This design comes from an exercise in tuning for small area, a short achievable clock period and few clock cycles per item on the open sky130 flow, not from production work.
RTL that was checked went through simulation tests only; none was proved equivalent to the original.

==> inputs of trial 81 <==
Design julia_pixel_engine, start of the top module:
module julia_pixel_engine #(
  parameter int H_RES    = 640,
  parameter int V_RES    = 480,
  parameter int MAX_ITER = 255,
  parameter int FRAC     = 12
) (
  input  logic        clk,
  input  logic        reset_n,
  input  logic        start,
  input  logic        abort,
  input  logic [15:0] c_re,
  input  logic [15:0] c_im,
  input  logic [15:0] re_start,
  input  logic [15:0] im_start,
  input  logic [15:0] step,
  output logic        draw,
  input  logic        draw_ready,
  output logic [9:0]  x,
  output logic [9:0]  y,
  output logic [7:0]  i,
  output logic        busy,
  output logic        frame_done
);
export LEC_CHECK = 0
export CAP_MARGIN = 20
export CORE_MARGIN = 2
export CORE_UTILIZATION = 40
export PLACE_DENSITY = 0.6
export SLEW_MARGIN = 20
create_clock -name core_clock -period 11.0 [get_ports {clk}]
standard.sh (not shown) runs the stock make flow with config.mk's settings and CLKGATE_MAP_FILE= SYNTH_SCRIPT=/design/flow/synth_recipe.tcl, a recipe that flattens the netlist after the stock synthesis.
==> flow/flow/run.sh <==
#!/bin/bash
# Standard ORFS layout (the standard.sh, unchanged synthesis), with the resizer's
# setup repair aimed below the clock period: repair_timing gets a setup margin so that
# it keeps improving paths after the 11 ns constraint is met. The make output goes to
# flow_standard.log here; ORFS's own per-step logs are under orfs/logs.
set -euo pipefail
export SETUP_SLACK_MARGIN=7.7
bash standard.sh > flow_standard.log 2>&1
==> inputs of trial 63, as changes to trial 81 <==
--- a/flow/flow/run.sh
+++ b/flow/flow/run.sh
@@ -5,4 +5,6 @@
 # flow_standard.log here; ORFS's own per-step logs are under orfs/logs.
 set -euo pipefail
-export SETUP_SLACK_MARGIN=7.7
+export SETUP_SLACK_MARGIN=7.6
+# port buffers: a plain buffer instead of the delay cell buffer_ports picks by default
+export BUFFER_PORTS_ARGS="-buffer_cell sky130_fd_sc_hd__buf_1"
 bash standard.sh > flow_standard.log 2>&1
CORE_UTILIZATION = 60   (was 40)
PLACE_DENSITY = 0.75   (was 0.6)
==> inputs of trial 70, as changes to trial 81 <==
--- a/flow/flow/run.sh
+++ b/flow/flow/run.sh
@@ -5,4 +5,6 @@
 # flow_standard.log here; ORFS's own per-step logs are under orfs/logs.
 set -euo pipefail
-export SETUP_SLACK_MARGIN=7.7
+export SETUP_SLACK_MARGIN=7.6
+# port buffers: a plain buffer instead of the delay cell buffer_ports picks by default
+export BUFFER_PORTS_ARGS="-buffer_cell sky130_fd_sc_hd__buf_1"
 bash standard.sh > flow_standard.log 2>&1
CTS_BUF_LIST = sky130_fd_sc_hd__clkbuf_4 sky130_fd_sc_hd__clkbuf_8   (was default)
==> results.cfg <==
[global_route]
grt_use_met3_pct = 3.11

[route]
vias_per_cell = 4.99
wl_per_cell_um = 16.9
via_count = 23386

[setup_path]
crit_path_top_delay_cell = o211ai_1

[final_layout]
final_layout_size_suffix_gt1_share_pct = 12.2
nets = 4065

[run_status]
status = finished clean
[end of results for trial 70]
==> results.cfg <==
[sta]
finalSetupViolations = 0

[route]
vias_per_cell = 5.66
wl_per_cell_um = 18.6
via_count = 24217

[setup_path]
crit_path_top_delay_cell = a211oi_4

[final_layout]
final_layout_size_suffix_gt1_share_pct = 9.29
clkbuf_count = 77
nets = 4010

[global_route]
grt_use_met3_pct = 3.85

[run_status]
status = finished clean
[end of results for trial 63]
==> results.cfg <==
[setup_path]
crit_path_top_delay_cell = a2111o_1
critPathMaxFanout = 4

[global_route]
grt_use_met3_pct = 2.69

[final_layout]
final_layout_size_suffix_gt1_share_pct = 11.3
buf_share_pct = 4.62
nets = 4036

[place]
dp.cells = 4476

[route]
via_count = 23204
vias_per_cell = 5.00

[run_status]
status = finished clean
[end of results for trial 81]
Testbench counts of trial 81, summed over its fixed seeds: cycles 2,658,186, pixels 61,440.
Testbench counts of trial 63, summed over its fixed seeds: cycles 2,658,186, pixels 61,440.
Testbench counts of trial 70, summed over its fixed seeds: cycles 2,658,186, pixels 61,440.

========
==> inputs of v32 <==
Another version of the RTL of julia_pixel_engine (not shown whole).
export LEC_CHECK = 0
export CAP_MARGIN = 20
export CORE_MARGIN = 2
export CORE_UTILIZATION = 40
export PLACE_DENSITY = 0.6
export SLEW_MARGIN = 20
create_clock -name core_clock -period 11.0 [get_ports {clk}]
==> flow/flow/run.sh <==
#!/bin/bash
# Standard ORFS layout (the standard.sh, unchanged synthesis), with the resizer's
# setup repair aimed below the clock period: repair_timing gets a setup margin so that
# it keeps improving paths after the 11 ns constraint is met.
set -euo pipefail
export SETUP_SLACK_MARGIN=7.4
bash standard.sh > flow_standard.log 2>&1
==> v13 (differences from v32) <==
--- a/flow/flow/run.sh
+++ b/flow/flow/run.sh
@@ -4,4 +4,4 @@
 # it keeps improving paths after the 11 ns constraint is met.
 set -euo pipefail
-export SETUP_SLACK_MARGIN=7.4
+export SETUP_SLACK_MARGIN=7.7
 bash standard.sh > flow_standard.log 2>&1
==> notes.md <==
quantity                                                                     v32          v13
Number of vias per cell                                                     4.85         4.90
Layout Skew                                                            0.0430 ns    0.0465 ns
Half-perimeter wire length after placement                              60200 um     60100 um
Buffers inserted by post-CTS timing repair                                    14           54
Routability congestion estimate                                            0.842        0.843
Sequential cell area                                                 0.0118 mm^2  0.0119 mm^2
Signed area change from the synthesized netlist to the final layout        15.0%        16.9%
Layout clock area frac                                                     5.45%        5.03%
DRC marker count from the first detailed-route iteration                    1266         1278
Outcome                                         no timing/DRC/antenna violations  no timing/DRC/antenna violations
Non-filler instance count after layout                                      4546         4580
Detailed-routed wire length on met2                                     38500 um     39600 um
Function was not checked in any run of this note: the RTL went through the layout flow alone.

========
==> inputs of 12-26 <==
julia_pixel_engine, a different RTL version from the one above (not shown whole).
// julia_pixel_engine
module julia_pixel_engine #(
  parameter int H_RES    = 640,
  parameter int V_RES    = 480,
  parameter int MAX_ITER = 255,
  parameter int FRAC     = 12
) (
  input  logic        clk,
  input  logic        reset_n,
  input  logic        start,
  input  logic        abort,
  input  logic [15:0] c_re,
  input  logic [15:0] c_im,
  input  logic [15:0] re_start,
  input  logic [15:0] im_start,
  input  logic [15:0] step,
  output logic        draw,
  input  logic        draw_ready,
  output logic [9:0]  x,
  output logic [9:0]  y,
  output logic [7:0]  i,
  output logic        busy,
  output logic        frame_done
);
==> flow/config.mk <==
export PLATFORM = sky130hd
export DESIGN_NAME = julia_pixel_engine
export DESIGN_NICKNAME = julia_pixel_engine
export VERILOG_FILES = /design/flow/design.v
export SDC_FILE = /design/flow/constraint.sdc
export NUM_CORES = 4
export LEC_CHECK = 0
export CAP_MARGIN = 20
export CORE_MARGIN = 2
export CORE_UTILIZATION = 40
export PLACE_DENSITY = 0.6
export SLEW_MARGIN = 20
==> flow/constraint.sdc <==
create_clock -name core_clock -period 11.0 [get_ports {clk}]
set_input_delay 2.2000 -clock core_clock [delete_from_list [all_inputs] [get_ports {clk}]]
set_output_delay 2.2000 -clock core_clock [all_outputs]
set_load 0.01 [all_outputs]
==> flow/flow/run.sh <==
#!/bin/bash
# Standard ORFS layout (the standard.sh, unchanged synthesis), with the resizer's
# setup repair aimed below the clock period: repair_timing gets a setup margin so that
# it keeps improving paths after the 11 ns constraint is met. The make output goes to
# flow_standard.log here; ORFS's own per-step logs are under orfs/logs.
set -euo pipefail
export SETUP_SLACK_MARGIN=7.6
bash standard.sh > flow_standard.log 2>&1
==> 10-19: changes against 12-26 <==
--- a/flow/design.v
+++ b/flow/design.v
@@ -249,13 +249,14 @@
   logic          cap2, cap3;     
   logic [7:0]    it3;
   logic [TW-1:0] tg3;
   logic [7:0]      rb [NRES];
   logic [NRES-1:0] rv;
   logic [TW-1:0]   tag_a, tag_e;
-  logic [NRES-1:0] sb;             
+  logic [TW:0]     outst;          
+  logic            ol_q;           
   function automatic logic in_range18(input logic [17:0] v);
     in_range18 = (v[17:13] == 5'b00000) || (v[17:13] == 5'b11111) || (v == 18'd8192);
   endfunction
   function automatic logic in_range16(input logic [15:0] v);
     in_range16 = (v[15:13] == 3'b000) || (v[15:13] == 3'b111) || (v == 16'd8192);
   endfunction
@@ -2511,28 +2512,30 @@
   wire bnegx7_n = assign_px ? (si_p ^ (sr_p & ((1'b0 ^ ui_p[13]) | ((1'b0 & ~1'b0 & ~ui_p[13]) | (~1'b0 & 1'b0 & ui_p[13]))))) : (si_u ^ (sr_u & ((1'b0 ^ ui_u[13]) | ((1'b0 & ~1'b0 & ~ui_u[13]) | (~1'b0 & 1'b0 & ui_u[13])))));
   assign sr_n = assign_px ? sr_p : sr_u;
   assign si_n = assign_px ? si_p : si_u;
   assign ur_n = assign_px ? ur_p : ur_u;
   assign ui_n = assign_px ? ui_p : ui_u;
   assign y_free    = ~act3 | fin;
-  assign assign_px = run & y_free & ~sb[tag_a];
+  assign assign_px = run & y_free & (outst != (TW+1)'(NRES));
   assign xfer      = draw_q & draw_ready;
   assign last_xy   = (xo == X_LAST) && (yo == Y_LAST);
   assign out_load  = run & rv[tag_e] & (~draw_q | (draw_ready & ~last_xy));
+  logic [TW:0] outst_up, outst_dn;
+  assign outst_up = outst + 1'b1;
+  assign outst_dn = outst - 1'b1;
   always_ff @(posedge clk or negedge reset_n) begin
     if (!reset_n) begin
       busy_q <= 1'b0;
       busy_o <= 1'b0;
       done_q <= 1'b0;
       draw_q <= 1'b0;
       draw_o <= 1'b0;
       act1   <= 1'b0;
       act2   <= 1'b0;
       act3   <= 1'b0;
       rv     <= '0;
-      sb     <= '0;
     end else begin
       if (!busy_o)
         busy_o <= start & ~abort;
       else
         busy_o <= ~(abort | done_q);
       if (!busy_q || abort || done_q || (draw_o && draw_ready && last_xy))
@@ -2546,22 +2549,20 @@
         done_q <= 1'b0;
         draw_q <= 1'b0;
         act1   <= 1'b0;
         act2   <= 1'b0;
         act3   <= 1'b0;
         rv     <= '0;
-        sb     <= '0;
       end else if (abort || done_q) begin
         busy_q <= 1'b0;
         done_q <= 1'b0;
         draw_q <= 1'b0;
         act1   <= 1'b0;
         act2   <= 1'b0;
         act3   <= 1'b0;
         rv     <= '0;
-        sb     <= '0;
       end else begin
         act1 <= assign_px | (act3 & ~fin);
         act2 <= act1;
         act3 <= act2;
         if (xfer && last_xy) begin
           done_q <= 1'b1;
@@ -2573,16 +2574,12 @@
         end
         for (int k = 0; k < NRES; k++) begin
           if (act3 && fin && tg3 == TW'(k))
             rv[k] <= 1'b1;
           else if (out_load && tag_e == TW'(k))
             rv[k] <= 1'b0;
-          if (assign_px && tag_a == TW'(k))
-            sb[k] <= 1'b1;
-          else if (out_load && tag_e == TW'(k))
-            sb[k] <= 1'b0;
         end
       end
     end
   end
   always_ff @(posedge clk) begin
     if (!busy_q) begin
@@ -2594,12 +2591,14 @@
       cur_im <= im_start;
       xg     <= '0;
       xo     <= '0;
       yo     <= '0;
       tag_a  <= '0;
       tag_e  <= '0;
+      outst  <= '0;
+      ol_q   <= 1'b0;
     end else begin
       if (assign_px) begin
         tag_a <= tag_inc(tag_a);
         if (xg == X_LAST) begin
           xg     <= '0;
           cur_re <= re0_q;
@@ -2610,12 +2609,17 @@
         end
       end
       if (out_load) begin
         io    <= rb[tag_e];
         tag_e <= tag_inc(tag_e);
       end
+      ol_q <= out_load;
+      if (assign_px && !ol_q)
+        outst <= outst_up;
+      else if (ol_q && !assign_px)
+        outst <= outst_dn;
       if (xfer) begin
         if (xo == X_LAST) begin
           xo <= '0;
           yo <= yo + 10'd1;
         end else begin
           xo <= xo + 10'd1;
==> flow/flow/run.sh (replaced) <==
#!/bin/bash
# Standard ORFS layout (the standard.sh, unchanged synthesis), with the resizer's
# setup repair aimed below the clock period: repair_timing gets a setup margin so that
# it keeps improving paths after the 11 ns constraint is met. The make output goes to
# flow_standard.log here; ORFS's own per-step logs are under orfs/logs.
set -euo pipefail
export SETUP_SLACK_MARGIN=7.8
bash standard.sh > flow_standard.log 2>&1
==> reports/qor.yml <==
cts:
  ctsResizeCount: 339
grt:
  use_met3: 0.0311
  met1_usage: 0.260
timing:
  fin_crit_ps: 3380
  max_freq_mhz: 296
logic_synthesis:
  syn_inst: 3413
  synthSimpleGateAreaFrac: 0.121
  synth_fa_ha_area_frac: 0.231
  synth_nets: 3938
min_path:
  holdPathEnd: "big2"
floorplan:
  fp.dieH_um: 294
  initial_core_util: 0.404
  dieArea_um2: 86600
run_status:
  outcome: "no timing/DRC/antenna violations"
cells_and_area:
  buf_share: 0.0595
  final_area_um2: 40700
setup_path:
  cp_top_family: "simple AND/OR/NAND/NOR gates"
detailed_routing:
  totalWireLength_mm: 83.3
The numbers above come from 10-19.

==> reports/qor.yml <==
cts:
  ctsResizeCount: 225
grt:
  use_met3: 0.0218
  met1_usage: 0.253
detailed_routing:
  totalWireLength_mm: 79.1
cells_and_area:
  buf_share: 0.0473
  final_area_um2: 38900
timing:
  max_freq_mhz: 291
  fin_crit_ps: 3440
logic_synthesis:
  synth_nets: 3905
  syn_inst: 3383
setup_path:
  cp_top_family: "compound AO/OA/AOI/OAI gates"
min_path:
  holdPathEnd: "tg3[0]"
run_status:
  outcome: "no timing/DRC/antenna violations"
floorplan:
  fp.dieH_um: 294
  dieArea_um2: 86200
  initial_core_util: 0.403
The numbers above come from 12-26.

No functional check of the RTL was part of any run of this note.

[re-timing with driven ports]
Ports are ideal in the flow. The routed layouts listed here were re-timed in OpenROAD. Step 1 (the two cells are an assumption about what drives the block):
set clk [get_ports {clk}]
set_driving_cell -lib_cell sky130_fd_sc_hd__clkbuf_16 $clk
set_driving_cell -lib_cell sky130_fd_sc_hd__buf_2 [delete_from_list [all_inputs] $clk]
Step 2 also shifts input and output timing later by t, the mid clock arrival at the registers, as if the neighbouring blocks saw the same clock. a / b / c = ideal / step 1 / step 2; a / b = the first two.
run | shift t [ns] | setup WS [ns] | worst setup path after step 2 | slew at the worst register clock pin (ns) | worst slew at a driven data input, ns
trial 81 | 0.679 | 7.599 / 7.559 / 7.129 | input to register | 0.06 / 0.06 | 0.07
trial 63 | 0.673 | 7.518 / 7.518 / 7.103 | input to register | 0.07 / 0.07 | 0.06
trial 70 | 0.753 | 7.533 / 7.506 / 7.131 | input to register | 0.07 / 0.07 | 0.05
v32 | 0.703 | 7.074 / 7.074 / 6.814 | input to register | 0.07 / 0.07 | 0.06
v13 | 0.699 | 7.124 / 7.124 / 7.124 | register to register | 0.07 / 0.07 | 0.06
12-26 | 0.695 | 7.558 / 7.554 / 7.004 | input to register | 0.07 / 0.07 | 0.10
10-19 | 0.697 | 7.617 / 7.568 / 7.271 | input to register | 0.07 / 0.07 | 0.05
After both steps every run listed still meets setup and hold. For 12-26, which loses most, drivers alone change the setup slack by -0.004 ns; drivers and shift together by -0.554 ns.
